This design comes from an exercise in tuning for small area on the open sky130 flow, not from production work. Where RTL was checked, it was by simulation tests only, not by an equivalence proof against the original. The RTL of run 2 was laid out without a check of its function.

==> flow/design.v (outline; a module is shown in full before it is edited, if it fits) <==
// module gXor: 3 lines
// module gXnor: 3 lines
// module gNand: 3 lines
// module gNor: 3 lines
// module gNand2b: 3 lines
// module gMux2i: 3 lines
// module gO21ai: 3 lines
// module gSel3: 8 lines
// module gSel4: 9 lines
// module aesSbox: 147 lines
// module aesRoundDatapath: 745 lines
// module aesTop: 104 lines
module aesTop (
	input logic clock,
	input logic reset,
	input logic start,
	input aesTypesPkg::aesBlock plainText,
	input aesTypesPkg::aesBlock key,
	output aesTypesPkg::aesBlock cipherText,
	output logic done
);
  // ...
==> flow/flow/run.sh <==
#!/bin/bash
# The standard layout, with each port buffered by the smallest buffer cell and
# a clock tree of small buffers without dummy loads.
set -euo pipefail
export BUFFER_PORTS_ARGS="-buffer_cell sky130_fd_sc_hd__buf_1"
export CTS_ARGS="-sink_clustering_enable -repair_clock_nets -buf_list {sky130_fd_sc_hd__clkbuf_4 sky130_fd_sc_hd__clkbuf_8} -root_buf sky130_fd_sc_hd__clkbuf_8 -sink_clustering_size 14 -sink_clustering_max_diameter 60 -dont_use_dummy_load"
bash standard.sh > std_flow.log 2>&1
==> flow/standard.sh <==
#!/bin/bash
# synth_recipe.tcl (not shown) runs the flow's synth.tcl, then flattens the netlist and writes it again
# the make line also repeats each setting of config.mk as NAME=value (left out here)
make -C /OpenROAD-flow-scripts/flow DESIGN_CONFIG=/design/flow/config.mk WORK_HOME=/design/flow/orfs CLKGATE_MAP_FILE= SYNTH_SCRIPT=/design/flow/synth_recipe.tcl "${@:-finish}"
==> flow/config.mk <==
export PLATFORM = sky130hd
export DESIGN_NAME = aesTop
export DESIGN_NICKNAME = aesTop
export VERILOG_FILES = /design/flow/design.v
export SDC_FILE = /design/flow/constraint.sdc
export NUM_CORES = 4
export LEC_CHECK = 0
export CAP_MARGIN = 20
export CORE_MARGIN = 2
export CORE_UTILIZATION = 50
export SLEW_MARGIN = 20
export SYNTH_HIERARCHICAL = 1
export SYNTH_MINIMUM_KEEP_SIZE = 0
==> flow/constraint.sdc <==
create_clock -name core_clock -period 25.0 [get_ports {clock}]
set_input_delay 5.0000 -clock core_clock [delete_from_list [all_inputs] [get_ports {clock}]]
set_output_delay 5.0000 -clock core_clock [all_outputs]
set_load 0.01 [all_outputs]
==> out/summary.txt, run 1 <==
clk sinks: 267
CP Launch Type: flip-flop
CTS Buffer Depth: 3
Top FF cell, synth: dfxtp_1
post-synth top area share: 0.453
fin area: 13900 µm²
post-layout util: 0.598
root buffer cell: clkbuf_8
mapped cell area: 11700 µm²
GPL Wtd Cong: 0.856
Die Y: 157 µm
Post-Synth Adder-Cell Area: 0.00748
Most common cell on crit path: xor2_1
Routed met3 length: 2240 µm
CP Depth: 29
worst endpoint required time: 25.41 ns
Hold Fails Final Rpt: 0
Synthesis Warnings: 7
met2 Track Usage GR: 0.455
Max Clock Skew: 0.0347 ns
initial antenna violation count: 3
Seq cells: 267
# setup viols final: 0
outcome: finished clean
worst reg2reg path endpoint: ks[2]
commonest non-fill, non-tap cell in the layout: buf_1
Synth Area in Simple Gates: 0.0810
Post-synth top cells: 265 x dfxtp_1, 164 x nand2_1, 142 x xor2_1
==> module aesTop, before the edit <==
module aesTop (
	input logic clock,
	input logic reset,
	input logic start,
	input aesTypesPkg::aesBlock plainText,
	input aesTypesPkg::aesBlock key,
	output aesTypesPkg::aesBlock cipherText,
	output logic done
);
	logic busy;
	logic ph;                       
	aesCtrlPkg::stepIndex cnt;      
	logic [3:0] rnd;                
	logic [127:0] st;               
	logic [127:0] ks;               
	logic [127:0] stD, ksD;
	logic [127:0] ptRm, keyRm;
	logic ld, isSB, isA, isFinal, lastPass;
	logic useBn, gA, mix, sh;
	logic [3:0] rot, run, hold;
	logic [7:0] rcon, rcT;
	assign ld = start & ~busy;
	assign isSB = busy & ~ph;
	assign isA = busy & ph;
	assign isFinal = (rnd == 4'd11);
	assign lastPass = isSB & isFinal & (cnt == 4'd15);
	always_ff @(posedge clock or posedge reset) begin
		if (reset) begin
			busy <= 1'b0;
			done <= 1'b0;
		end else if (ld) begin
			busy <= 1'b1;
			done <= 1'b0;
		end else if (lastPass) begin
			busy <= 1'b0;
			done <= 1'b1;
		end
	end
	always_ff @(posedge clock) begin
		if (ld) begin
			cnt <= 4'd0;
			ph <= 1'b0;
			rnd <= 4'd1;
		end else begin
			cnt <= cnt + 4'd1;
			if (cnt == 4'd15) begin
				ph <= ~ph;
				if (ph)
					rnd <= rnd + 4'd1;
			end
		end
	end
	assign rcon = {
		rnd == 4'd8,
		rnd == 4'd7,
		(rnd == 4'd6) | (rnd == 4'd10),
		(rnd == 4'd5) | (rnd == 4'd9) | (rnd == 4'd10),
		(rnd == 4'd4) | (rnd == 4'd9),
		(rnd == 4'd3) | (rnd == 4'd10),
		(rnd == 4'd2) | (rnd == 4'd9) | (rnd == 4'd10),
		(rnd == 4'd1) | (rnd == 4'd9)};
	assign useBn = ~(isSB & (rnd != 4'd1) & (cnt[1:0] != 2'd0));
	assign gA = isA & (cnt[1:0] == 2'd0);
	assign rcT = (cnt[3:2] == 2'd0) ? rcon : 8'h00;
	assign sh = isSB;
	assign mix = isA & (rnd != 4'd10) & (cnt >= 4'd3) & (cnt <= 4'd6);
	always_comb begin
		for (int r = 0; r < 4; r++) begin
			rot[r] = mix | (isA & (cnt < 4'd3) & (4'(r) > cnt));
			run[r] = sh | rot[r];
			hold[r] = ~(ld | run[r]);
		end
	end
	always_comb begin
		for (int i = 0; i < 16; i++) begin
			ptRm[127 - 8*((i % 4)*4 + i / 4) -: 8] = plainText[127 - 8*i -: 8];
			keyRm[127 - 8*((i % 4)*4 + i / 4) -: 8] = key[127 - 8*i -: 8];
			cipherText[127 - 8*i -: 8] = st[127 - 8*((i % 4)*4 + i / 4) -: 8];
		end
	end
	aesRoundDatapath uDatapath (
		.st(st),
		.ks(ks),
		.ptRm(ptRm),
		.keyRm(keyRm),
		.ld(ld),
		.sh(sh),
		.run(run),
		.rot(rot),
		.hold(hold),
		.mix(mix),
		.useBn(useBn),
		.isSB(isSB),
		.isFinal(isFinal),
		.gA(gA),
		.rcT(rcT),
		.stD(stD),
		.ksD(ksD)
	);
	always_ff @(posedge clock) begin
		st <= stD;
		ks <= ksD;
	end
endmodule
==> inputs of run 2 (changes only) <==
--- a/flow/design.v
+++ b/flow/design.v
@@ -29,16 +29,26 @@
 module gSel3 (
 	input logic a1, input logic a2,
 	input logic b1, input logic b2,
 	input logic c1, input logic c2,
 	output logic y
 );
 	assign y = (a1 & a2) | (b1 & b2) | (c1 & c2);
 endmodule
+module gSel5 (
+	input logic a1, input logic a2,
+	input logic b1, input logic b2,
+	input logic c1, input logic c2,
+	input logic d1, input logic d2,
+	input logic e1, input logic e2,
+	output logic y
+);
+	assign y = (a1 & a2) | (b1 & b2) | (c1 & c2) | (d1 & d2) | (e1 & e2);
+endmodule
 module gSel4 (
 	input logic a1, input logic a2,
 	input logic b1, input logic b2,
 	input logic c1, input logic c2,
 	input logic d1, input logic d2,
 	output logic y
 );
 	assign y = (a1 & a2) | (b1 & b2) | (c1 & c2) | (d1 & d2);
@@ -193,31 +203,29 @@
 module aesRoundDatapath (
 	input logic [127:0] st,       
 	input logic [127:0] ks,       
 	input logic [127:0] ptRm,     
 	input logic [127:0] keyRm,    
 	input logic ld,
 	input logic sh,               
 	input logic [3:0] run,        
-	input logic [3:0] rot,        
+	input logic [3:0] rotId,      
 	input logic [3:0] hold,       
 	input logic mix,              
 	input logic useBn,            
 	input logic isSB,
 	input logic isFinal,
 	input logic gA,               
 	input logic [7:0] rcT,        
 	output logic [127:0] stD,
 	output logic [127:0] ksD
 );
 	logic [7:0] a0, a1, a2, a3;
-	logic [7:0] u0, u1, u2, u3, tS;
-	logic [7:0] d0, d1, d2, d3;
-	logic [7:0] g0, g1, g2, g3;
+	logic [7:0] u0, u1, u2, u3;
 	logic [7:0] m0, m1, m2, m3;
 	logic [7:0] k0, c7, c15, kb, newKey, xs, xn, sbIn, sbOutN, tailIn;
 	logic [7:0] sr, sg, keyTail;
 	logic [7:0] s0;
 	assign a0 = st[127 -: 8];
 	assign a1 = st[95 -: 8];
 	assign a2 = st[63 -: 8];
 	assign a3 = st[31 -: 8];
@@ -252,156 +260,116 @@
 	gXor uU3_0 (.a(a3[0]), .b(a0[0]), .y(u3[0]));
 	gXor uU3_1 (.a(a3[1]), .b(a0[1]), .y(u3[1]));
 	gXor uU3_2 (.a(a3[2]), .b(a0[2]), .y(u3[2]));
 	gXor uU3_3 (.a(a3[3]), .b(a0[3]), .y(u3[3]));
 	gXor uU3_4 (.a(a3[4]), .b(a0[4]), .y(u3[4]));
 	gXor uU3_5 (.a(a3[5]), .b(a0[5]), .y(u3[5]));
 	gXor uU3_6 (.a(a3[6]), .b(a0[6]), .y(u3[6]));
 	gXor uU3_7 (.a(a3[7]), .b(a0[7]), .y(u3[7]));
-	gXor uT_0 (.a(u0[0]), .b(u2[0]), .y(tS[0]));
-	gXor uT_1 (.a(u0[1]), .b(u2[1]), .y(tS[1]));
-	gXor uT_2 (.a(u0[2]), .b(u2[2]), .y(tS[2]));
-	gXor uT_3 (.a(u0[3]), .b(u2[3]), .y(tS[3]));
-	gXor uT_4 (.a(u0[4]), .b(u2[4]), .y(tS[4]));
-	gXor uT_5 (.a(u0[5]), .b(u2[5]), .y(tS[5]));
-	gXor uT_6 (.a(u0[6]), .b(u2[6]), .y(tS[6]));
-	gXor uT_7 (.a(u0[7]), .b(u2[7]), .y(tS[7]));
-	logic [7:0] x0;
+	logic [7:0] x0, w0;
 	assign x0[0] = u0[7];
 	gXor uX0_1 (.a(u0[0]), .b(u0[7]), .y(x0[1]));
 	assign x0[2] = u0[1];
 	gXor uX0_3 (.a(u0[2]), .b(u0[7]), .y(x0[3]));
 	gXor uX0_4 (.a(u0[3]), .b(u0[7]), .y(x0[4]));
 	assign x0[5] = u0[4];
 	assign x0[6] = u0[5];
 	assign x0[7] = u0[6];
-	gXor uD0_0 (.a(tS[0]), .b(x0[0]), .y(d0[0]));
-	gXor uD0_1 (.a(tS[1]), .b(x0[1]), .y(d0[1]));
-	gXor uD0_2 (.a(tS[2]), .b(x0[2]), .y(d0[2]));
-	gXor uD0_3 (.a(tS[3]), .b(x0[3]), .y(d0[3]));
-	gXor uD0_4 (.a(tS[4]), .b(x0[4]), .y(d0[4]));
-	gXor uD0_5 (.a(tS[5]), .b(x0[5]), .y(d0[5]));
-	gXor uD0_6 (.a(tS[6]), .b(x0[6]), .y(d0[6]));
-	gXor uD0_7 (.a(tS[7]), .b(x0[7]), .y(d0[7]));
-	gNand uG0_0 (.a(mix), .b(d0[0]), .y(g0[0]));
-	gNand uG0_1 (.a(mix), .b(d0[1]), .y(g0[1]));
-	gNand uG0_2 (.a(mix), .b(d0[2]), .y(g0[2]));
-	gNand uG0_3 (.a(mix), .b(d0[3]), .y(g0[3]));
-	gNand uG0_4 (.a(mix), .b(d0[4]), .y(g0[4]));
-	gNand uG0_5 (.a(mix), .b(d0[5]), .y(g0[5]));
-	gNand uG0_6 (.a(mix), .b(d0[6]), .y(g0[6]));
-	gNand uG0_7 (.a(mix), .b(d0[7]), .y(g0[7]));
-	gXnor uM0_0 (.a(a0[0]), .b(g0[0]), .y(m0[0]));
-	gXnor uM0_1 (.a(a0[1]), .b(g0[1]), .y(m0[1]));
-	gXnor uM0_2 (.a(a0[2]), .b(g0[2]), .y(m0[2]));
-	gXnor uM0_3 (.a(a0[3]), .b(g0[3]), .y(m0[3]));
-	gXnor uM0_4 (.a(a0[4]), .b(g0[4]), .y(m0[4]));
-	gXnor uM0_5 (.a(a0[5]), .b(g0[5]), .y(m0[5]));
-	gXnor uM0_6 (.a(a0[6]), .b(g0[6]), .y(m0[6]));
-	gXnor uM0_7 (.a(a0[7]), .b(g0[7]), .y(m0[7]));
-	logic [7:0] x1;
+	gXor uW0_0 (.a(u1[0]), .b(a3[0]), .y(w0[0]));
+	gXor uW0_1 (.a(u1[1]), .b(a3[1]), .y(w0[1]));
+	gXor uW0_2 (.a(u1[2]), .b(a3[2]), .y(w0[2]));
+	gXor uW0_3 (.a(u1[3]), .b(a3[3]), .y(w0[3]));
+	gXor uW0_4 (.a(u1[4]), .b(a3[4]), .y(w0[4]));
+	gXor uW0_5 (.a(u1[5]), .b(a3[5]), .y(w0[5]));
+	gXor uW0_6 (.a(u1[6]), .b(a3[6]), .y(w0[6]));
+	gXor uW0_7 (.a(u1[7]), .b(a3[7]), .y(w0[7]));
+	gXor uM0_0 (.a(x0[0]), .b(w0[0]), .y(m0[0]));
+	gXor uM0_1 (.a(x0[1]), .b(w0[1]), .y(m0[1]));
+	gXor uM0_2 (.a(x0[2]), .b(w0[2]), .y(m0[2]));
+	gXor uM0_3 (.a(x0[3]), .b(w0[3]), .y(m0[3]));
+	gXor uM0_4 (.a(x0[4]), .b(w0[4]), .y(m0[4]));
+	gXor uM0_5 (.a(x0[5]), .b(w0[5]), .y(m0[5]));
+	gXor uM0_6 (.a(x0[6]), .b(w0[6]), .y(m0[6]));
+	gXor uM0_7 (.a(x0[7]), .b(w0[7]), .y(m0[7]));
+	logic [7:0] x1, w1;
 	assign x1[0] = u1[7];
 	gXor uX1_1 (.a(u1[0]), .b(u1[7]), .y(x1[1]));
 	assign x1[2] = u1[1];
 	gXor uX1_3 (.a(u1[2]), .b(u1[7]), .y(x1[3]));
 	gXor uX1_4 (.a(u1[3]), .b(u1[7]), .y(x1[4]));
 	assign x1[5] = u1[4];
 	assign x1[6] = u1[5];
 	assign x1[7] = u1[6];
-	gXor uD1_0 (.a(tS[0]), .b(x1[0]), .y(d1[0]));
-	gXor uD1_1 (.a(tS[1]), .b(x1[1]), .y(d1[1]));
-	gXor uD1_2 (.a(tS[2]), .b(x1[2]), .y(d1[2]));
-	gXor uD1_3 (.a(tS[3]), .b(x1[3]), .y(d1[3]));
-	gXor uD1_4 (.a(tS[4]), .b(x1[4]), .y(d1[4]));
-	gXor uD1_5 (.a(tS[5]), .b(x1[5]), .y(d1[5]));
-	gXor uD1_6 (.a(tS[6]), .b(x1[6]), .y(d1[6]));
-	gXor uD1_7 (.a(tS[7]), .b(x1[7]), .y(d1[7]));
-	gNand uG1_0 (.a(mix), .b(d1[0]), .y(g1[0]));
-	gNand uG1_1 (.a(mix), .b(d1[1]), .y(g1[1]));
-	gNand uG1_2 (.a(mix), .b(d1[2]), .y(g1[2]));
-	gNand uG1_3 (.a(mix), .b(d1[3]), .y(g1[3]));
-	gNand uG1_4 (.a(mix), .b(d1[4]), .y(g1[4]));
-	gNand uG1_5 (.a(mix), .b(d1[5]), .y(g1[5]));
-	gNand uG1_6 (.a(mix), .b(d1[6]), .y(g1[6]));
-	gNand uG1_7 (.a(mix), .b(d1[7]), .y(g1[7]));
-	gXnor uM1_0 (.a(a1[0]), .b(g1[0]), .y(m1[0]));
-	gXnor uM1_1 (.a(a1[1]), .b(g1[1]), .y(m1[1]));
-	gXnor uM1_2 (.a(a1[2]), .b(g1[2]), .y(m1[2]));
-	gXnor uM1_3 (.a(a1[3]), .b(g1[3]), .y(m1[3]));
-	gXnor uM1_4 (.a(a1[4]), .b(g1[4]), .y(m1[4]));
-	gXnor uM1_5 (.a(a1[5]), .b(g1[5]), .y(m1[5]));
-	gXnor uM1_6 (.a(a1[6]), .b(g1[6]), .y(m1[6]));
-	gXnor uM1_7 (.a(a1[7]), .b(g1[7]), .y(m1[7]));
-	logic [7:0] x2;
+	gXor uW1_0 (.a(u2[0]), .b(a0[0]), .y(w1[0]));
+	gXor uW1_1 (.a(u2[1]), .b(a0[1]), .y(w1[1]));
+	gXor uW1_2 (.a(u2[2]), .b(a0[2]), .y(w1[2]));
+	gXor uW1_3 (.a(u2[3]), .b(a0[3]), .y(w1[3]));
+	gXor uW1_4 (.a(u2[4]), .b(a0[4]), .y(w1[4]));
+	gXor uW1_5 (.a(u2[5]), .b(a0[5]), .y(w1[5]));
+	gXor uW1_6 (.a(u2[6]), .b(a0[6]), .y(w1[6]));
+	gXor uW1_7 (.a(u2[7]), .b(a0[7]), .y(w1[7]));
+	gXor uM1_0 (.a(x1[0]), .b(w1[0]), .y(m1[0]));
+	gXor uM1_1 (.a(x1[1]), .b(w1[1]), .y(m1[1]));
+	gXor uM1_2 (.a(x1[2]), .b(w1[2]), .y(m1[2]));
+	gXor uM1_3 (.a(x1[3]), .b(w1[3]), .y(m1[3]));
+	gXor uM1_4 (.a(x1[4]), .b(w1[4]), .y(m1[4]));
+	gXor uM1_5 (.a(x1[5]), .b(w1[5]), .y(m1[5]));
+	gXor uM1_6 (.a(x1[6]), .b(w1[6]), .y(m1[6]));
+	gXor uM1_7 (.a(x1[7]), .b(w1[7]), .y(m1[7]));
+	logic [7:0] x2, w2;
 	assign x2[0] = u2[7];
 	gXor uX2_1 (.a(u2[0]), .b(u2[7]), .y(x2[1]));
 	assign x2[2] = u2[1];
 	gXor uX2_3 (.a(u2[2]), .b(u2[7]), .y(x2[3]));
 	gXor uX2_4 (.a(u2[3]), .b(u2[7]), .y(x2[4]));
 	assign x2[5] = u2[4];
 	assign x2[6] = u2[5];
 	assign x2[7] = u2[6];
-	gXor uD2_0 (.a(tS[0]), .b(x2[0]), .y(d2[0]));
-	gXor uD2_1 (.a(tS[1]), .b(x2[1]), .y(d2[1]));
-	gXor uD2_2 (.a(tS[2]), .b(x2[2]), .y(d2[2]));
-	gXor uD2_3 (.a(tS[3]), .b(x2[3]), .y(d2[3]));
-	gXor uD2_4 (.a(tS[4]), .b(x2[4]), .y(d2[4]));
-	gXor uD2_5 (.a(tS[5]), .b(x2[5]), .y(d2[5]));
-	gXor uD2_6 (.a(tS[6]), .b(x2[6]), .y(d2[6]));
-	gXor uD2_7 (.a(tS[7]), .b(x2[7]), .y(d2[7]));
-	gNand uG2_0 (.a(mix), .b(d2[0]), .y(g2[0]));
-	gNand uG2_1 (.a(mix), .b(d2[1]), .y(g2[1]));
-	gNand uG2_2 (.a(mix), .b(d2[2]), .y(g2[2]));
-	gNand uG2_3 (.a(mix), .b(d2[3]), .y(g2[3]));
-	gNand uG2_4 (.a(mix), .b(d2[4]), .y(g2[4]));
-	gNand uG2_5 (.a(mix), .b(d2[5]), .y(g2[5]));
-	gNand uG2_6 (.a(mix), .b(d2[6]), .y(g2[6]));
-	gNand uG2_7 (.a(mix), .b(d2[7]), .y(g2[7]));
-	gXnor uM2_0 (.a(a2[0]), .b(g2[0]), .y(m2[0]));
-	gXnor uM2_1 (.a(a2[1]), .b(g2[1]), .y(m2[1]));
-	gXnor uM2_2 (.a(a2[2]), .b(g2[2]), .y(m2[2]));
-	gXnor uM2_3 (.a(a2[3]), .b(g2[3]), .y(m2[3]));
-	gXnor uM2_4 (.a(a2[4]), .b(g2[4]), .y(m2[4]));
-	gXnor uM2_5 (.a(a2[5]), .b(g2[5]), .y(m2[5]));
-	gXnor uM2_6 (.a(a2[6]), .b(g2[6]), .y(m2[6]));
-	gXnor uM2_7 (.a(a2[7]), .b(g2[7]), .y(m2[7]));
-	logic [7:0] x3;
+	gXor uW2_0 (.a(u3[0]), .b(a1[0]), .y(w2[0]));
+	gXor uW2_1 (.a(u3[1]), .b(a1[1]), .y(w2[1]));
+	gXor uW2_2 (.a(u3[2]), .b(a1[2]), .y(w2[2]));
+	gXor uW2_3 (.a(u3[3]), .b(a1[3]), .y(w2[3]));
+	gXor uW2_4 (.a(u3[4]), .b(a1[4]), .y(w2[4]));
+	gXor uW2_5 (.a(u3[5]), .b(a1[5]), .y(w2[5]));
+	gXor uW2_6 (.a(u3[6]), .b(a1[6]), .y(w2[6]));
+	gXor uW2_7 (.a(u3[7]), .b(a1[7]), .y(w2[7]));
+	gXor uM2_0 (.a(x2[0]), .b(w2[0]), .y(m2[0]));
+	gXor uM2_1 (.a(x2[1]), .b(w2[1]), .y(m2[1]));
+	gXor uM2_2 (.a(x2[2]), .b(w2[2]), .y(m2[2]));
+	gXor uM2_3 (.a(x2[3]), .b(w2[3]), .y(m2[3]));
+	gXor uM2_4 (.a(x2[4]), .b(w2[4]), .y(m2[4]));
+	gXor uM2_5 (.a(x2[5]), .b(w2[5]), .y(m2[5]));
+	gXor uM2_6 (.a(x2[6]), .b(w2[6]), .y(m2[6]));
+	gXor uM2_7 (.a(x2[7]), .b(w2[7]), .y(m2[7]));
+	logic [7:0] x3, w3;
 	assign x3[0] = u3[7];
 	gXor uX3_1 (.a(u3[0]), .b(u3[7]), .y(x3[1]));
 	assign x3[2] = u3[1];
 	gXor uX3_3 (.a(u3[2]), .b(u3[7]), .y(x3[3]));
 	gXor uX3_4 (.a(u3[3]), .b(u3[7]), .y(x3[4]));
 	assign x3[5] = u3[4];
 	assign x3[6] = u3[5];
 	assign x3[7] = u3[6];
-	gXor uD3_0 (.a(tS[0]), .b(x3[0]), .y(d3[0]));
-	gXor uD3_1 (.a(tS[1]), .b(x3[1]), .y(d3[1]));
-	gXor uD3_2 (.a(tS[2]), .b(x3[2]), .y(d3[2]));
-	gXor uD3_3 (.a(tS[3]), .b(x3[3]), .y(d3[3]));
-	gXor uD3_4 (.a(tS[4]), .b(x3[4]), .y(d3[4]));
-	gXor uD3_5 (.a(tS[5]), .b(x3[5]), .y(d3[5]));
-	gXor uD3_6 (.a(tS[6]), .b(x3[6]), .y(d3[6]));
-	gXor uD3_7 (.a(tS[7]), .b(x3[7]), .y(d3[7]));
-	gNand uG3_0 (.a(mix), .b(d3[0]), .y(g3[0]));
-	gNand uG3_1 (.a(mix), .b(d3[1]), .y(g3[1]));
-	gNand uG3_2 (.a(mix), .b(d3[2]), .y(g3[2]));
-	gNand uG3_3 (.a(mix), .b(d3[3]), .y(g3[3]));
-	gNand uG3_4 (.a(mix), .b(d3[4]), .y(g3[4]));
-	gNand uG3_5 (.a(mix), .b(d3[5]), .y(g3[5]));
-	gNand uG3_6 (.a(mix), .b(d3[6]), .y(g3[6]));
-	gNand uG3_7 (.a(mix), .b(d3[7]), .y(g3[7]));
-	gXnor uM3_0 (.a(a3[0]), .b(g3[0]), .y(m3[0]));
-	gXnor uM3_1 (.a(a3[1]), .b(g3[1]), .y(m3[1]));
-	gXnor uM3_2 (.a(a3[2]), .b(g3[2]), .y(m3[2]));
-	gXnor uM3_3 (.a(a3[3]), .b(g3[3]), .y(m3[3]));
-	gXnor uM3_4 (.a(a3[4]), .b(g3[4]), .y(m3[4]));
-	gXnor uM3_5 (.a(a3[5]), .b(g3[5]), .y(m3[5]));
-	gXnor uM3_6 (.a(a3[6]), .b(g3[6]), .y(m3[6]));
-	gXnor uM3_7 (.a(a3[7]), .b(g3[7]), .y(m3[7]));
+	gXor uW3_0 (.a(u0[0]), .b(a2[0]), .y(w3[0]));
+	gXor uW3_1 (.a(u0[1]), .b(a2[1]), .y(w3[1]));
+	gXor uW3_2 (.a(u0[2]), .b(a2[2]), .y(w3[2]));
+	gXor uW3_3 (.a(u0[3]), .b(a2[3]), .y(w3[3]));
+	gXor uW3_4 (.a(u0[4]), .b(a2[4]), .y(w3[4]));
+	gXor uW3_5 (.a(u0[5]), .b(a2[5]), .y(w3[5]));
+	gXor uW3_6 (.a(u0[6]), .b(a2[6]), .y(w3[6]));
+	gXor uW3_7 (.a(u0[7]), .b(a2[7]), .y(w3[7]));
+	gXor uM3_0 (.a(x3[0]), .b(w3[0]), .y(m3[0]));
+	gXor uM3_1 (.a(x3[1]), .b(w3[1]), .y(m3[1]));
+	gXor uM3_2 (.a(x3[2]), .b(w3[2]), .y(m3[2]));
+	gXor uM3_3 (.a(x3[3]), .b(w3[3]), .y(m3[3]));
+	gXor uM3_4 (.a(x3[4]), .b(w3[4]), .y(m3[4]));
+	gXor uM3_5 (.a(x3[5]), .b(w3[5]), .y(m3[5]));
+	gXor uM3_6 (.a(x3[6]), .b(w3[6]), .y(m3[6]));
+	gXor uM3_7 (.a(x3[7]), .b(w3[7]), .y(m3[7]));
 	gNor uKB_0 (.a(useBn), .b(c15[0]), .y(kb[0]));
 	gNor uKB_1 (.a(useBn), .b(c15[1]), .y(kb[1]));
 	gNor uKB_2 (.a(useBn), .b(c15[2]), .y(kb[2]));
 	gNor uKB_3 (.a(useBn), .b(c15[3]), .y(kb[3]));
 	gNor uKB_4 (.a(useBn), .b(c15[4]), .y(kb[4]));
 	gNor uKB_5 (.a(useBn), .b(c15[5]), .y(kb[5]));
 	gNor uKB_6 (.a(useBn), .b(c15[6]), .y(kb[6]));
 	gNor uKB_7 (.a(useBn), .b(c15[7]), .y(kb[7]));
@@ -764,24 +732,24 @@
 	gSel3 uS2_5 (.a1(ld), .a2(sld2[5]), .b1(run[0]), .b2(snext2[5]), .c1(hold[0]), .c2(scur2[5]), .y(sq2[5]));
 	gSel3 uS2_6 (.a1(ld), .a2(sld2[6]), .b1(run[0]), .b2(snext2[6]), .c1(hold[0]), .c2(scur2[6]), .y(sq2[6]));
 	gSel3 uS2_7 (.a1(ld), .a2(sld2[7]), .b1(run[0]), .b2(snext2[7]), .c1(hold[0]), .c2(scur2[7]), .y(sq2[7]));
 	assign stD[111 -: 8] = sq2;
 	logic [7:0] sq3, sld3, scur3, snext3;
 	assign sld3 = ptRm[103 -: 8];
 	assign scur3 = st[103 -: 8];
 	assign snext3 = st[95 -: 8];
-	gSel4 uS3_0 (.a1(ld), .a2(sld3[0]), .b1(sh), .b2(snext3[0]), .c1(rot[0]), .c2(m0[0]), .d1(hold[0]), .d2(scur3[0]), .y(sq3[0]));
-	gSel4 uS3_1 (.a1(ld), .a2(sld3[1]), .b1(sh), .b2(snext3[1]), .c1(rot[0]), .c2(m0[1]), .d1(hold[0]), .d2(scur3[1]), .y(sq3[1]));
-	gSel4 uS3_2 (.a1(ld), .a2(sld3[2]), .b1(sh), .b2(snext3[2]), .c1(rot[0]), .c2(m0[2]), .d1(hold[0]), .d2(scur3[2]), .y(sq3[2]));
-	gSel4 uS3_3 (.a1(ld), .a2(sld3[3]), .b1(sh), .b2(snext3[3]), .c1(rot[0]), .c2(m0[3]), .d1(hold[0]), .d2(scur3[3]), .y(sq3[3]));
-	gSel4 uS3_4 (.a1(ld), .a2(sld3[4]), .b1(sh), .b2(snext3[4]), .c1(rot[0]), .c2(m0[4]), .d1(hold[0]), .d2(scur3[4]), .y(sq3[4]));
-	gSel4 uS3_5 (.a1(ld), .a2(sld3[5]), .b1(sh), .b2(snext3[5]), .c1(rot[0]), .c2(m0[5]), .d1(hold[0]), .d2(scur3[5]), .y(sq3[5]));
-	gSel4 uS3_6 (.a1(ld), .a2(sld3[6]), .b1(sh), .b2(snext3[6]), .c1(rot[0]), .c2(m0[6]), .d1(hold[0]), .d2(scur3[6]), .y(sq3[6]));
-	gSel4 uS3_7 (.a1(ld), .a2(sld3[7]), .b1(sh), .b2(snext3[7]), .c1(rot[0]), .c2(m0[7]), .d1(hold[0]), .d2(scur3[7]), .y(sq3[7]));
+	gSel4 uS3_0 (.a1(ld), .a2(sld3[0]), .b1(sh), .b2(snext3[0]), .c1(mix), .c2(m0[0]), .d1(hold[0]), .d2(scur3[0]), .y(sq3[0]));
+	gSel4 uS3_1 (.a1(ld), .a2(sld3[1]), .b1(sh), .b2(snext3[1]), .c1(mix), .c2(m0[1]), .d1(hold[0]), .d2(scur3[1]), .y(sq3[1]));
+	gSel4 uS3_2 (.a1(ld), .a2(sld3[2]), .b1(sh), .b2(snext3[2]), .c1(mix), .c2(m0[2]), .d1(hold[0]), .d2(scur3[2]), .y(sq3[2]));
+	gSel4 uS3_3 (.a1(ld), .a2(sld3[3]), .b1(sh), .b2(snext3[3]), .c1(mix), .c2(m0[3]), .d1(hold[0]), .d2(scur3[3]), .y(sq3[3]));
+	gSel4 uS3_4 (.a1(ld), .a2(sld3[4]), .b1(sh), .b2(snext3[4]), .c1(mix), .c2(m0[4]), .d1(hold[0]), .d2(scur3[4]), .y(sq3[4]));
+	gSel4 uS3_5 (.a1(ld), .a2(sld3[5]), .b1(sh), .b2(snext3[5]), .c1(mix), .c2(m0[5]), .d1(hold[0]), .d2(scur3[5]), .y(sq3[5]));
+	gSel4 uS3_6 (.a1(ld), .a2(sld3[6]), .b1(sh), .b2(snext3[6]), .c1(mix), .c2(m0[6]), .d1(hold[0]), .d2(scur3[6]), .y(sq3[6]));
+	gSel4 uS3_7 (.a1(ld), .a2(sld3[7]), .b1(sh), .b2(snext3[7]), .c1(mix), .c2(m0[7]), .d1(hold[0]), .d2(scur3[7]), .y(sq3[7]));
 	assign stD[103 -: 8] = sq3;
 	logic [7:0] sq4, sld4, scur4, snext4;
 	assign sld4 = ptRm[95 -: 8];
 	assign scur4 = st[95 -: 8];
 	assign snext4 = st[87 -: 8];
 	gSel3 uS4_0 (.a1(ld), .a2(sld4[0]), .b1(run[1]), .b2(snext4[0]), .c1(hold[1]), .c2(scur4[0]), .y(sq4[0]));
 	gSel3 uS4_1 (.a1(ld), .a2(sld4[1]), .b1(run[1]), .b2(snext4[1]), .c1(hold[1]), .c2(scur4[1]), .y(sq4[1]));
 	gSel3 uS4_2 (.a1(ld), .a2(sld4[2]), .b1(run[1]), .b2(snext4[2]), .c1(hold[1]), .c2(scur4[2]), .y(sq4[2]));
@@ -816,24 +784,24 @@
 	gSel3 uS6_5 (.a1(ld), .a2(sld6[5]), .b1(run[1]), .b2(snext6[5]), .c1(hold[1]), .c2(scur6[5]), .y(sq6[5]));
 	gSel3 uS6_6 (.a1(ld), .a2(sld6[6]), .b1(run[1]), .b2(snext6[6]), .c1(hold[1]), .c2(scur6[6]), .y(sq6[6]));
 	gSel3 uS6_7 (.a1(ld), .a2(sld6[7]), .b1(run[1]), .b2(snext6[7]), .c1(hold[1]), .c2(scur6[7]), .y(sq6[7]));
 	assign stD[79 -: 8] = sq6;
 	logic [7:0] sq7, sld7, scur7, snext7;
 	assign sld7 = ptRm[71 -: 8];
 	assign scur7 = st[71 -: 8];
 	assign snext7 = st[63 -: 8];
-	gSel4 uS7_0 (.a1(ld), .a2(sld7[0]), .b1(sh), .b2(snext7[0]), .c1(rot[1]), .c2(m1[0]), .d1(hold[1]), .d2(scur7[0]), .y(sq7[0]));
-	gSel4 uS7_1 (.a1(ld), .a2(sld7[1]), .b1(sh), .b2(snext7[1]), .c1(rot[1]), .c2(m1[1]), .d1(hold[1]), .d2(scur7[1]), .y(sq7[1]));
-	gSel4 uS7_2 (.a1(ld), .a2(sld7[2]), .b1(sh), .b2(snext7[2]), .c1(rot[1]), .c2(m1[2]), .d1(hold[1]), .d2(scur7[2]), .y(sq7[2]));
-	gSel4 uS7_3 (.a1(ld), .a2(sld7[3]), .b1(sh), .b2(snext7[3]), .c1(rot[1]), .c2(m1[3]), .d1(hold[1]), .d2(scur7[3]), .y(sq7[3]));
-	gSel4 uS7_4 (.a1(ld), .a2(sld7[4]), .b1(sh), .b2(snext7[4]), .c1(rot[1]), .c2(m1[4]), .d1(hold[1]), .d2(scur7[4]), .y(sq7[4]));
-	gSel4 uS7_5 (.a1(ld), .a2(sld7[5]), .b1(sh), .b2(snext7[5]), .c1(rot[1]), .c2(m1[5]), .d1(hold[1]), .d2(scur7[5]), .y(sq7[5]));
-	gSel4 uS7_6 (.a1(ld), .a2(sld7[6]), .b1(sh), .b2(snext7[6]), .c1(rot[1]), .c2(m1[6]), .d1(hold[1]), .d2(scur7[6]), .y(sq7[6]));
-	gSel4 uS7_7 (.a1(ld), .a2(sld7[7]), .b1(sh), .b2(snext7[7]), .c1(rot[1]), .c2(m1[7]), .d1(hold[1]), .d2(scur7[7]), .y(sq7[7]));
+	gSel5 uS7_0 (.a1(ld), .a2(sld7[0]), .b1(sh), .b2(snext7[0]), .c1(rotId[1]), .c2(a1[0]), .d1(mix), .d2(m1[0]), .e1(hold[1]), .e2(scur7[0]), .y(sq7[0]));
+	gSel5 uS7_1 (.a1(ld), .a2(sld7[1]), .b1(sh), .b2(snext7[1]), .c1(rotId[1]), .c2(a1[1]), .d1(mix), .d2(m1[1]), .e1(hold[1]), .e2(scur7[1]), .y(sq7[1]));
+	gSel5 uS7_2 (.a1(ld), .a2(sld7[2]), .b1(sh), .b2(snext7[2]), .c1(rotId[1]), .c2(a1[2]), .d1(mix), .d2(m1[2]), .e1(hold[1]), .e2(scur7[2]), .y(sq7[2]));
+	gSel5 uS7_3 (.a1(ld), .a2(sld7[3]), .b1(sh), .b2(snext7[3]), .c1(rotId[1]), .c2(a1[3]), .d1(mix), .d2(m1[3]), .e1(hold[1]), .e2(scur7[3]), .y(sq7[3]));
+	gSel5 uS7_4 (.a1(ld), .a2(sld7[4]), .b1(sh), .b2(snext7[4]), .c1(rotId[1]), .c2(a1[4]), .d1(mix), .d2(m1[4]), .e1(hold[1]), .e2(scur7[4]), .y(sq7[4]));
+	gSel5 uS7_5 (.a1(ld), .a2(sld7[5]), .b1(sh), .b2(snext7[5]), .c1(rotId[1]), .c2(a1[5]), .d1(mix), .d2(m1[5]), .e1(hold[1]), .e2(scur7[5]), .y(sq7[5]));
+	gSel5 uS7_6 (.a1(ld), .a2(sld7[6]), .b1(sh), .b2(snext7[6]), .c1(rotId[1]), .c2(a1[6]), .d1(mix), .d2(m1[6]), .e1(hold[1]), .e2(scur7[6]), .y(sq7[6]));
+	gSel5 uS7_7 (.a1(ld), .a2(sld7[7]), .b1(sh), .b2(snext7[7]), .c1(rotId[1]), .c2(a1[7]), .d1(mix), .d2(m1[7]), .e1(hold[1]), .e2(scur7[7]), .y(sq7[7]));
 	assign stD[71 -: 8] = sq7;
 	logic [7:0] sq8, sld8, scur8, snext8;
 	assign sld8 = ptRm[63 -: 8];
 	assign scur8 = st[63 -: 8];
 	assign snext8 = st[55 -: 8];
 	gSel3 uS8_0 (.a1(ld), .a2(sld8[0]), .b1(run[2]), .b2(snext8[0]), .c1(hold[2]), .c2(scur8[0]), .y(sq8[0]));
 	gSel3 uS8_1 (.a1(ld), .a2(sld8[1]), .b1(run[2]), .b2(snext8[1]), .c1(hold[2]), .c2(scur8[1]), .y(sq8[1]));
 	gSel3 uS8_2 (.a1(ld), .a2(sld8[2]), .b1(run[2]), .b2(snext8[2]), .c1(hold[2]), .c2(scur8[2]), .y(sq8[2]));
@@ -868,24 +836,24 @@
 	gSel3 uS10_5 (.a1(ld), .a2(sld10[5]), .b1(run[2]), .b2(snext10[5]), .c1(hold[2]), .c2(scur10[5]), .y(sq10[5]));
 	gSel3 uS10_6 (.a1(ld), .a2(sld10[6]), .b1(run[2]), .b2(snext10[6]), .c1(hold[2]), .c2(scur10[6]), .y(sq10[6]));
 	gSel3 uS10_7 (.a1(ld), .a2(sld10[7]), .b1(run[2]), .b2(snext10[7]), .c1(hold[2]), .c2(scur10[7]), .y(sq10[7]));
 	assign stD[47 -: 8] = sq10;
 	logic [7:0] sq11, sld11, scur11, snext11;
 	assign sld11 = ptRm[39 -: 8];
 	assign scur11 = st[39 -: 8];
 	assign snext11 = st[31 -: 8];
-	gSel4 uS11_0 (.a1(ld), .a2(sld11[0]), .b1(sh), .b2(snext11[0]), .c1(rot[2]), .c2(m2[0]), .d1(hold[2]), .d2(scur11[0]), .y(sq11[0]));
-	gSel4 uS11_1 (.a1(ld), .a2(sld11[1]), .b1(sh), .b2(snext11[1]), .c1(rot[2]), .c2(m2[1]), .d1(hold[2]), .d2(scur11[1]), .y(sq11[1]));
-	gSel4 uS11_2 (.a1(ld), .a2(sld11[2]), .b1(sh), .b2(snext11[2]), .c1(rot[2]), .c2(m2[2]), .d1(hold[2]), .d2(scur11[2]), .y(sq11[2]));
-	gSel4 uS11_3 (.a1(ld), .a2(sld11[3]), .b1(sh), .b2(snext11[3]), .c1(rot[2]), .c2(m2[3]), .d1(hold[2]), .d2(scur11[3]), .y(sq11[3]));
-	gSel4 uS11_4 (.a1(ld), .a2(sld11[4]), .b1(sh), .b2(snext11[4]), .c1(rot[2]), .c2(m2[4]), .d1(hold[2]), .d2(scur11[4]), .y(sq11[4]));
-	gSel4 uS11_5 (.a1(ld), .a2(sld11[5]), .b1(sh), .b2(snext11[5]), .c1(rot[2]), .c2(m2[5]), .d1(hold[2]), .d2(scur11[5]), .y(sq11[5]));
-	gSel4 uS11_6 (.a1(ld), .a2(sld11[6]), .b1(sh), .b2(snext11[6]), .c1(rot[2]), .c2(m2[6]), .d1(hold[2]), .d2(scur11[6]), .y(sq11[6]));
-	gSel4 uS11_7 (.a1(ld), .a2(sld11[7]), .b1(sh), .b2(snext11[7]), .c1(rot[2]), .c2(m2[7]), .d1(hold[2]), .d2(scur11[7]), .y(sq11[7]));
+	gSel5 uS11_0 (.a1(ld), .a2(sld11[0]), .b1(sh), .b2(snext11[0]), .c1(rotId[2]), .c2(a2[0]), .d1(mix), .d2(m2[0]), .e1(hold[2]), .e2(scur11[0]), .y(sq11[0]));
+	gSel5 uS11_1 (.a1(ld), .a2(sld11[1]), .b1(sh), .b2(snext11[1]), .c1(rotId[2]), .c2(a2[1]), .d1(mix), .d2(m2[1]), .e1(hold[2]), .e2(scur11[1]), .y(sq11[1]));
+	gSel5 uS11_2 (.a1(ld), .a2(sld11[2]), .b1(sh), .b2(snext11[2]), .c1(rotId[2]), .c2(a2[2]), .d1(mix), .d2(m2[2]), .e1(hold[2]), .e2(scur11[2]), .y(sq11[2]));
+	gSel5 uS11_3 (.a1(ld), .a2(sld11[3]), .b1(sh), .b2(snext11[3]), .c1(rotId[2]), .c2(a2[3]), .d1(mix), .d2(m2[3]), .e1(hold[2]), .e2(scur11[3]), .y(sq11[3]));
+	gSel5 uS11_4 (.a1(ld), .a2(sld11[4]), .b1(sh), .b2(snext11[4]), .c1(rotId[2]), .c2(a2[4]), .d1(mix), .d2(m2[4]), .e1(hold[2]), .e2(scur11[4]), .y(sq11[4]));
+	gSel5 uS11_5 (.a1(ld), .a2(sld11[5]), .b1(sh), .b2(snext11[5]), .c1(rotId[2]), .c2(a2[5]), .d1(mix), .d2(m2[5]), .e1(hold[2]), .e2(scur11[5]), .y(sq11[5]));
+	gSel5 uS11_6 (.a1(ld), .a2(sld11[6]), .b1(sh), .b2(snext11[6]), .c1(rotId[2]), .c2(a2[6]), .d1(mix), .d2(m2[6]), .e1(hold[2]), .e2(scur11[6]), .y(sq11[6]));
+	gSel5 uS11_7 (.a1(ld), .a2(sld11[7]), .b1(sh), .b2(snext11[7]), .c1(rotId[2]), .c2(a2[7]), .d1(mix), .d2(m2[7]), .e1(hold[2]), .e2(scur11[7]), .y(sq11[7]));
 	assign stD[39 -: 8] = sq11;
 	logic [7:0] sq12, sld12, scur12, snext12;
 	assign sld12 = ptRm[31 -: 8];
 	assign scur12 = st[31 -: 8];
 	assign snext12 = st[23 -: 8];
 	gSel3 uS12_0 (.a1(ld), .a2(sld12[0]), .b1(run[3]), .b2(snext12[0]), .c1(hold[3]), .c2(scur12[0]), .y(sq12[0]));
 	gSel3 uS12_1 (.a1(ld), .a2(sld12[1]), .b1(run[3]), .b2(snext12[1]), .c1(hold[3]), .c2(scur12[1]), .y(sq12[1]));
 	gSel3 uS12_2 (.a1(ld), .a2(sld12[2]), .b1(run[3]), .b2(snext12[2]), .c1(hold[3]), .c2(scur12[2]), .y(sq12[2]));
@@ -920,24 +888,24 @@
 	gSel3 uS14_5 (.a1(ld), .a2(sld14[5]), .b1(run[3]), .b2(snext14[5]), .c1(hold[3]), .c2(scur14[5]), .y(sq14[5]));
 	gSel3 uS14_6 (.a1(ld), .a2(sld14[6]), .b1(run[3]), .b2(snext14[6]), .c1(hold[3]), .c2(scur14[6]), .y(sq14[6]));
 	gSel3 uS14_7 (.a1(ld), .a2(sld14[7]), .b1(run[3]), .b2(snext14[7]), .c1(hold[3]), .c2(scur14[7]), .y(sq14[7]));
 	assign stD[15 -: 8] = sq14;
 	logic [7:0] sq15, sld15, scur15, snext15;
 	assign sld15 = ptRm[7 -: 8];
 	assign scur15 = st[7 -: 8];
 	assign snext15 = tailIn;
-	gSel4 uS15_0 (.a1(ld), .a2(sld15[0]), .b1(sh), .b2(snext15[0]), .c1(rot[3]), .c2(m3[0]), .d1(hold[3]), .d2(scur15[0]), .y(sq15[0]));
-	gSel4 uS15_1 (.a1(ld), .a2(sld15[1]), .b1(sh), .b2(snext15[1]), .c1(rot[3]), .c2(m3[1]), .d1(hold[3]), .d2(scur15[1]), .y(sq15[1]));
-	gSel4 uS15_2 (.a1(ld), .a2(sld15[2]), .b1(sh), .b2(snext15[2]), .c1(rot[3]), .c2(m3[2]), .d1(hold[3]), .d2(scur15[2]), .y(sq15[2]));
-	gSel4 uS15_3 (.a1(ld), .a2(sld15[3]), .b1(sh), .b2(snext15[3]), .c1(rot[3]), .c2(m3[3]), .d1(hold[3]), .d2(scur15[3]), .y(sq15[3]));
-	gSel4 uS15_4 (.a1(ld), .a2(sld15[4]), .b1(sh), .b2(snext15[4]), .c1(rot[3]), .c2(m3[4]), .d1(hold[3]), .d2(scur15[4]), .y(sq15[4]));
-	gSel4 uS15_5 (.a1(ld), .a2(sld15[5]), .b1(sh), .b2(snext15[5]), .c1(rot[3]), .c2(m3[5]), .d1(hold[3]), .d2(scur15[5]), .y(sq15[5]));
-	gSel4 uS15_6 (.a1(ld), .a2(sld15[6]), .b1(sh), .b2(snext15[6]), .c1(rot[3]), .c2(m3[6]), .d1(hold[3]), .d2(scur15[6]), .y(sq15[6]));
-	gSel4 uS15_7 (.a1(ld), .a2(sld15[7]), .b1(sh), .b2(snext15[7]), .c1(rot[3]), .c2(m3[7]), .d1(hold[3]), .d2(scur15[7]), .y(sq15[7]));
+	gSel5 uS15_0 (.a1(ld), .a2(sld15[0]), .b1(sh), .b2(snext15[0]), .c1(rotId[3]), .c2(a3[0]), .d1(mix), .d2(m3[0]), .e1(hold[3]), .e2(scur15[0]), .y(sq15[0]));
+	gSel5 uS15_1 (.a1(ld), .a2(sld15[1]), .b1(sh), .b2(snext15[1]), .c1(rotId[3]), .c2(a3[1]), .d1(mix), .d2(m3[1]), .e1(hold[3]), .e2(scur15[1]), .y(sq15[1]));
+	gSel5 uS15_2 (.a1(ld), .a2(sld15[2]), .b1(sh), .b2(snext15[2]), .c1(rotId[3]), .c2(a3[2]), .d1(mix), .d2(m3[2]), .e1(hold[3]), .e2(scur15[2]), .y(sq15[2]));
+	gSel5 uS15_3 (.a1(ld), .a2(sld15[3]), .b1(sh), .b2(snext15[3]), .c1(rotId[3]), .c2(a3[3]), .d1(mix), .d2(m3[3]), .e1(hold[3]), .e2(scur15[3]), .y(sq15[3]));
+	gSel5 uS15_4 (.a1(ld), .a2(sld15[4]), .b1(sh), .b2(snext15[4]), .c1(rotId[3]), .c2(a3[4]), .d1(mix), .d2(m3[4]), .e1(hold[3]), .e2(scur15[4]), .y(sq15[4]));
+	gSel5 uS15_5 (.a1(ld), .a2(sld15[5]), .b1(sh), .b2(snext15[5]), .c1(rotId[3]), .c2(a3[5]), .d1(mix), .d2(m3[5]), .e1(hold[3]), .e2(scur15[5]), .y(sq15[5]));
+	gSel5 uS15_6 (.a1(ld), .a2(sld15[6]), .b1(sh), .b2(snext15[6]), .c1(rotId[3]), .c2(a3[6]), .d1(mix), .d2(m3[6]), .e1(hold[3]), .e2(scur15[6]), .y(sq15[6]));
+	gSel5 uS15_7 (.a1(ld), .a2(sld15[7]), .b1(sh), .b2(snext15[7]), .c1(rotId[3]), .c2(a3[7]), .d1(mix), .d2(m3[7]), .e1(hold[3]), .e2(scur15[7]), .y(sq15[7]));
 	assign stD[7 -: 8] = sq15;
 endmodule
 module aesTop (
 	input logic clock,
 	input logic reset,
 	input logic start,
 	input aesTypesPkg::aesBlock plainText,
 	input aesTypesPkg::aesBlock key,
@@ -949,17 +917,17 @@
 	aesCtrlPkg::stepIndex cnt;      
 	logic [3:0] rnd;                
 	logic [127:0] st;               
 	logic [127:0] ks;               
 	logic [127:0] stD, ksD;
 	logic [127:0] ptRm, keyRm;
 	logic ld, isSB, isA, isFinal, lastPass;
 	logic useBn, gA, mix, sh;
-	logic [3:0] rot, run, hold;
+	logic [3:0] rotId, run, hold;
 	logic [7:0] rcon, rcT;
 	assign ld = start & ~busy;
 	assign isSB = busy & ~ph;
 	assign isA = busy & ph;
 	assign isFinal = (rnd == 4'd11);
 	assign lastPass = isSB & isFinal & (cnt == 4'd15);
 	always_ff @(posedge clock or posedge reset) begin
 		if (reset) begin
@@ -998,18 +966,18 @@
 		(rnd == 4'd1) | (rnd == 4'd9)};
 	assign useBn = ~(isSB & (rnd != 4'd1) & (cnt[1:0] != 2'd0));
 	assign gA = isA & (cnt[1:0] == 2'd0);
 	assign rcT = (cnt[3:2] == 2'd0) ? rcon : 8'h00;
 	assign sh = isSB;
 	assign mix = isA & (rnd != 4'd10) & (cnt >= 4'd3) & (cnt <= 4'd6);
 	always_comb begin
 		for (int r = 0; r < 4; r++) begin
-			rot[r] = mix | (isA & (cnt < 4'd3) & (4'(r) > cnt));
-			run[r] = sh | rot[r];
+			rotId[r] = isA & (cnt < 4'(r));
+			run[r] = sh | rotId[r] | mix;
 			hold[r] = ~(ld | run[r]);
 		end
 	end
 	always_comb begin
 		for (int i = 0; i < 16; i++) begin
 			ptRm[127 - 8*((i % 4)*4 + i / 4) -: 8] = plainText[127 - 8*i -: 8];
 			keyRm[127 - 8*((i % 4)*4 + i / 4) -: 8] = key[127 - 8*i -: 8];
 			cipherText[127 - 8*i -: 8] = st[127 - 8*((i % 4)*4 + i / 4) -: 8];
@@ -1018,17 +986,17 @@
 	aesRoundDatapath uDatapath (
 		.st(st),
 		.ks(ks),
 		.ptRm(ptRm),
 		.keyRm(keyRm),
 		.ld(ld),
 		.sh(sh),
 		.run(run),
-		.rot(rot),
+		.rotId(rotId),
 		.hold(hold),
 		.mix(mix),
 		.useBn(useBn),
 		.isSB(isSB),
 		.isFinal(isFinal),
 		.gA(gA),
 		.rcT(rcT),
 		.stD(stD),
==> run 2 against run 1 <==
  * Critical path type unchanged
  * Sequential cell count is the same
  * Synthesized cell count shrank 3.7%
  * Global-route usage grew 0.95 points
  * Clock skew grew 0.030 ns
  * Area after synthesis shrank 1.3%
  * Critical path depth shrank 2
  * Routed wire length grew 2.3%
  * Core utilization grew 1.1 points
  * Non-clock buffer count grew 3
==> out/summary.txt, run 2 <==
port bufs: 387 (unchanged)
# rows: 55 (was 56)
initial antenna violation count: 4 (was 3)
root buffer cell: clkbuf_8 (unchanged)
R2R depth: 27 (was 29)
worst min-delay path class: reg2reg (unchanged)
TritonCTS clock tree: yes (unchanged)
CP max FO: 8 (was 5)
Via density: 5.54 (was 5.30)
CP Launch Type: flip-flop (unchanged)
worst endpoint required time: 25.41 ns (about the same)
worst reg2reg path endpoint: ks[2] (unchanged)
worst hold slack: 0.371 ns (was 0.389 ns)
Min Clock Period, post-route: 7.74 ns (was 7.40 ns)
RSZ-0062 raised after global routing: no (unchanged)
hold path start: ks[62] (was ks[97])
chip width: 156 µm (was 157 µm)
Hold-fix buffers, CTS: 0 (unchanged)
Most common cell on crit path: xor2_1 (unchanged)
worst r2r src: rnd[1] (unchanged)
die area: 24400 µm² (was 24700 µm²)
Routed Antenna Nets: 0 (unchanged)
pins over their slew limit: 0 (unchanged)
Die Y: 156 µm (was 157 µm)
DRT iter0 DRCs: 1137 (was 1145)
Setup Buffers After CTS: 0 (unchanged)
R2R setup slack: 17.26 ns (was 17.60 ns)
Worst Path Buf+Inv: 1 (was 2)
max_slew headroom: 0.329 (was 0.285)
fmax: 129 MHz (was 135 MHz)
share of cells above drive strength 1: 0.0302 (was 0.0276)
clk sinks: 267 (unchanged)
Worst-Margin Slew: 1.01 ns (was 1.07 ns)
critical path's largest stage delay: 0.57 ns (about the same)
Initial Util: 0.511 (was 0.504)
clock buffer count from CTS: 26 (was 25)
fillers: 2157 (was 2233)
commonest non-fill, non-tap cell in the layout: buf_1 (unchanged)
Worst Hold Path EP: ks[70] (was ks[105])
top flop regs: ks: 128 flops, st: 128 flops (unchanged)
CTS Buffer Depth: 3 (unchanged)
detailed-placement wirelength estimate: 26200 µm (was 25400 µm)
Top Family by Delay on Critical Path: XOR/XNOR gates (unchanged)
Post-DP Area: 13400 µm² (was 13600 µm²)
Max-Cap Viols: 0 (unchanged)
mapped cell area: 11600 µm² (was 11700 µm²)
post-layout util: 0.609 (was 0.598)
vias in the first global route: 9431 (was 9119)
Routed met3 length: 3030 µm (was 2240 µm)
fin area: 13800 µm² (was 13900 µm²)
Hold Path Cell Cnt: 1 (unchanged)
Final nets: 1823 (was 1863)
WL per Instance: 19.2 µm (was 18.1 µm)
Worst Path Arrival: 8.15 ns (was 7.81 ns)
worst setup path class: reg2reg (unchanged)
num ports: 388 (unchanged)
syn nets: 1408 (was 1452)
H-tree lvl count: 1 (unchanged)
router iterations before antenna repair: 8 (was 7)
post-CTS resize count: 0 (unchanged)
first-pass GRT wire length: 52100 µm (was 50800 µm)
DRT met1 WL: 14100 µm (was 14800 µm)
largest net degree at the start of global routing: 165 (was 179)
WL final: 35500 µm (was 34700 µm)
GR Overflow Total: 0 (unchanged)
Top Metal Used: met5 (unchanged)
clk slew on worst S/H paths: 0.09 ns (was 0.08 ns)
Final Cycle Share: 0.310 (was 0.296)
Synthesis Warnings: 7 (unchanged)
# setup viols final: 0 (unchanged)
TNS Setup: 0 ns (unchanged)
core box area: 22600 µm² (was 23300 µm²)
Hold Fails Final Rpt: 0 (unchanged)
routed wl met2: 17300 µm (was 16800 µm)
CP max-delay cell: a311o_1 (was o21ai_0)
mean post-synth cell area: 10.1 µm² (was 9.88 µm²)
DRC viols: 0 (unchanged)
most frequent cells in the layout: 387 x buf_1, 265 x dfxtp_1, 167 x xor2_1 (was 387 x buf_1, 265 x dfxtp_1, 164 x nand2_1)
Max Clock Skew: 0.0648 ns (was 0.0347 ns)
area delta synth->final: 19.3% (was 18.8%)
GPL Wtd Cong: 0.862 (was 0.856)
post-synthesis cell count: 1142 (was 1186)
CP Capture Type: flip-flop (unchanged)
outcome: finished clean (unchanged)
clk latency of the worst-skew pair: 0.57 ns (about the same)
All-Layer GR Usage: 0.274 (was 0.264)
Vias: 10200 (about the same)
## run 2: per-layer routing
layer	track usage	vias to the layer above
li1	-	4938
met1	0.334	4775
met2	0.476	438
met3	0.0678	65
met4	0.0848	2
met5	0	-
## run 2: worst max path at each step
stage               startpoint       to  slack [ns]  cells after the start
finish                  rnd[1]    ks[2]       17.26                     27
global route            rnd[1]    ks[2]       16.58                     27
CTS                     rnd[1]    ks[2]       17.29                     27
detailed placement       start  st[107]       16.89                      8
global placement         start  st[109]       16.93                      8
floorplan                start   st[64]        7.35                      6
## run 2: cell type report
cell class / instances / area [µm²] / share of cell area
inverter: 107 / 409 / 0.0297
antenna: 3 / 7.51 / 0.000544
sequential: 267 / 5360 / 0.388
clock buffer: 26 / 358 / 0.0259
multi-input combinational: 756 / 5750 / 0.417
tap: 285 / 357 / 0.0258
timing repair buffer: 399 / 1560 / 0.113
## run 2: metrics by stage
stage,setup slack [ns],cells
after detailed placement,16.89,1813
after global placement,16.93,1813
after global routing,16.58,1842
final,17.26,1843
after CTS,17.29,1839
after floorplan,7.35,1142

re-timing with driven ports:
The flow's constraints put no driver on any port. The routed layouts listed below were extracted and timed again, unchanged, in two steps. Step 1: set_driving_cell puts a clkbuf_16 on clock and a buf_2 on each other input, an assumption about the parent block. Step 2, shift: input delay + t, output delay - t, t = (earliest + latest rising clock arrival at the registers) / 2. This alone moves slack from input paths to output paths. Slacks: ideal / step 1 / step 2; pairs: ideal / step 1.
| run | shift t [ns] | slack for setup (ns) | hold WS [ns] | latest minus earliest clock arrival (ns) |
|---|---|---|---|---|
| run 1 | 0.597 | 17.597 / 17.597 / 17.433 | 0.389 / 0.389 / 0.389 | 0.035 / 0.035 |
| run 2 | 0.586 | 17.258 / 17.258 / 17.031 | 0.371 / 0.371 / 0.371 | 0.065 / 0.065 |
After both steps every run listed still meets setup and hold. For run 2, which loses most, drivers alone change the setup slack by 0.000 ns; drivers and shift together by -0.227 ns.
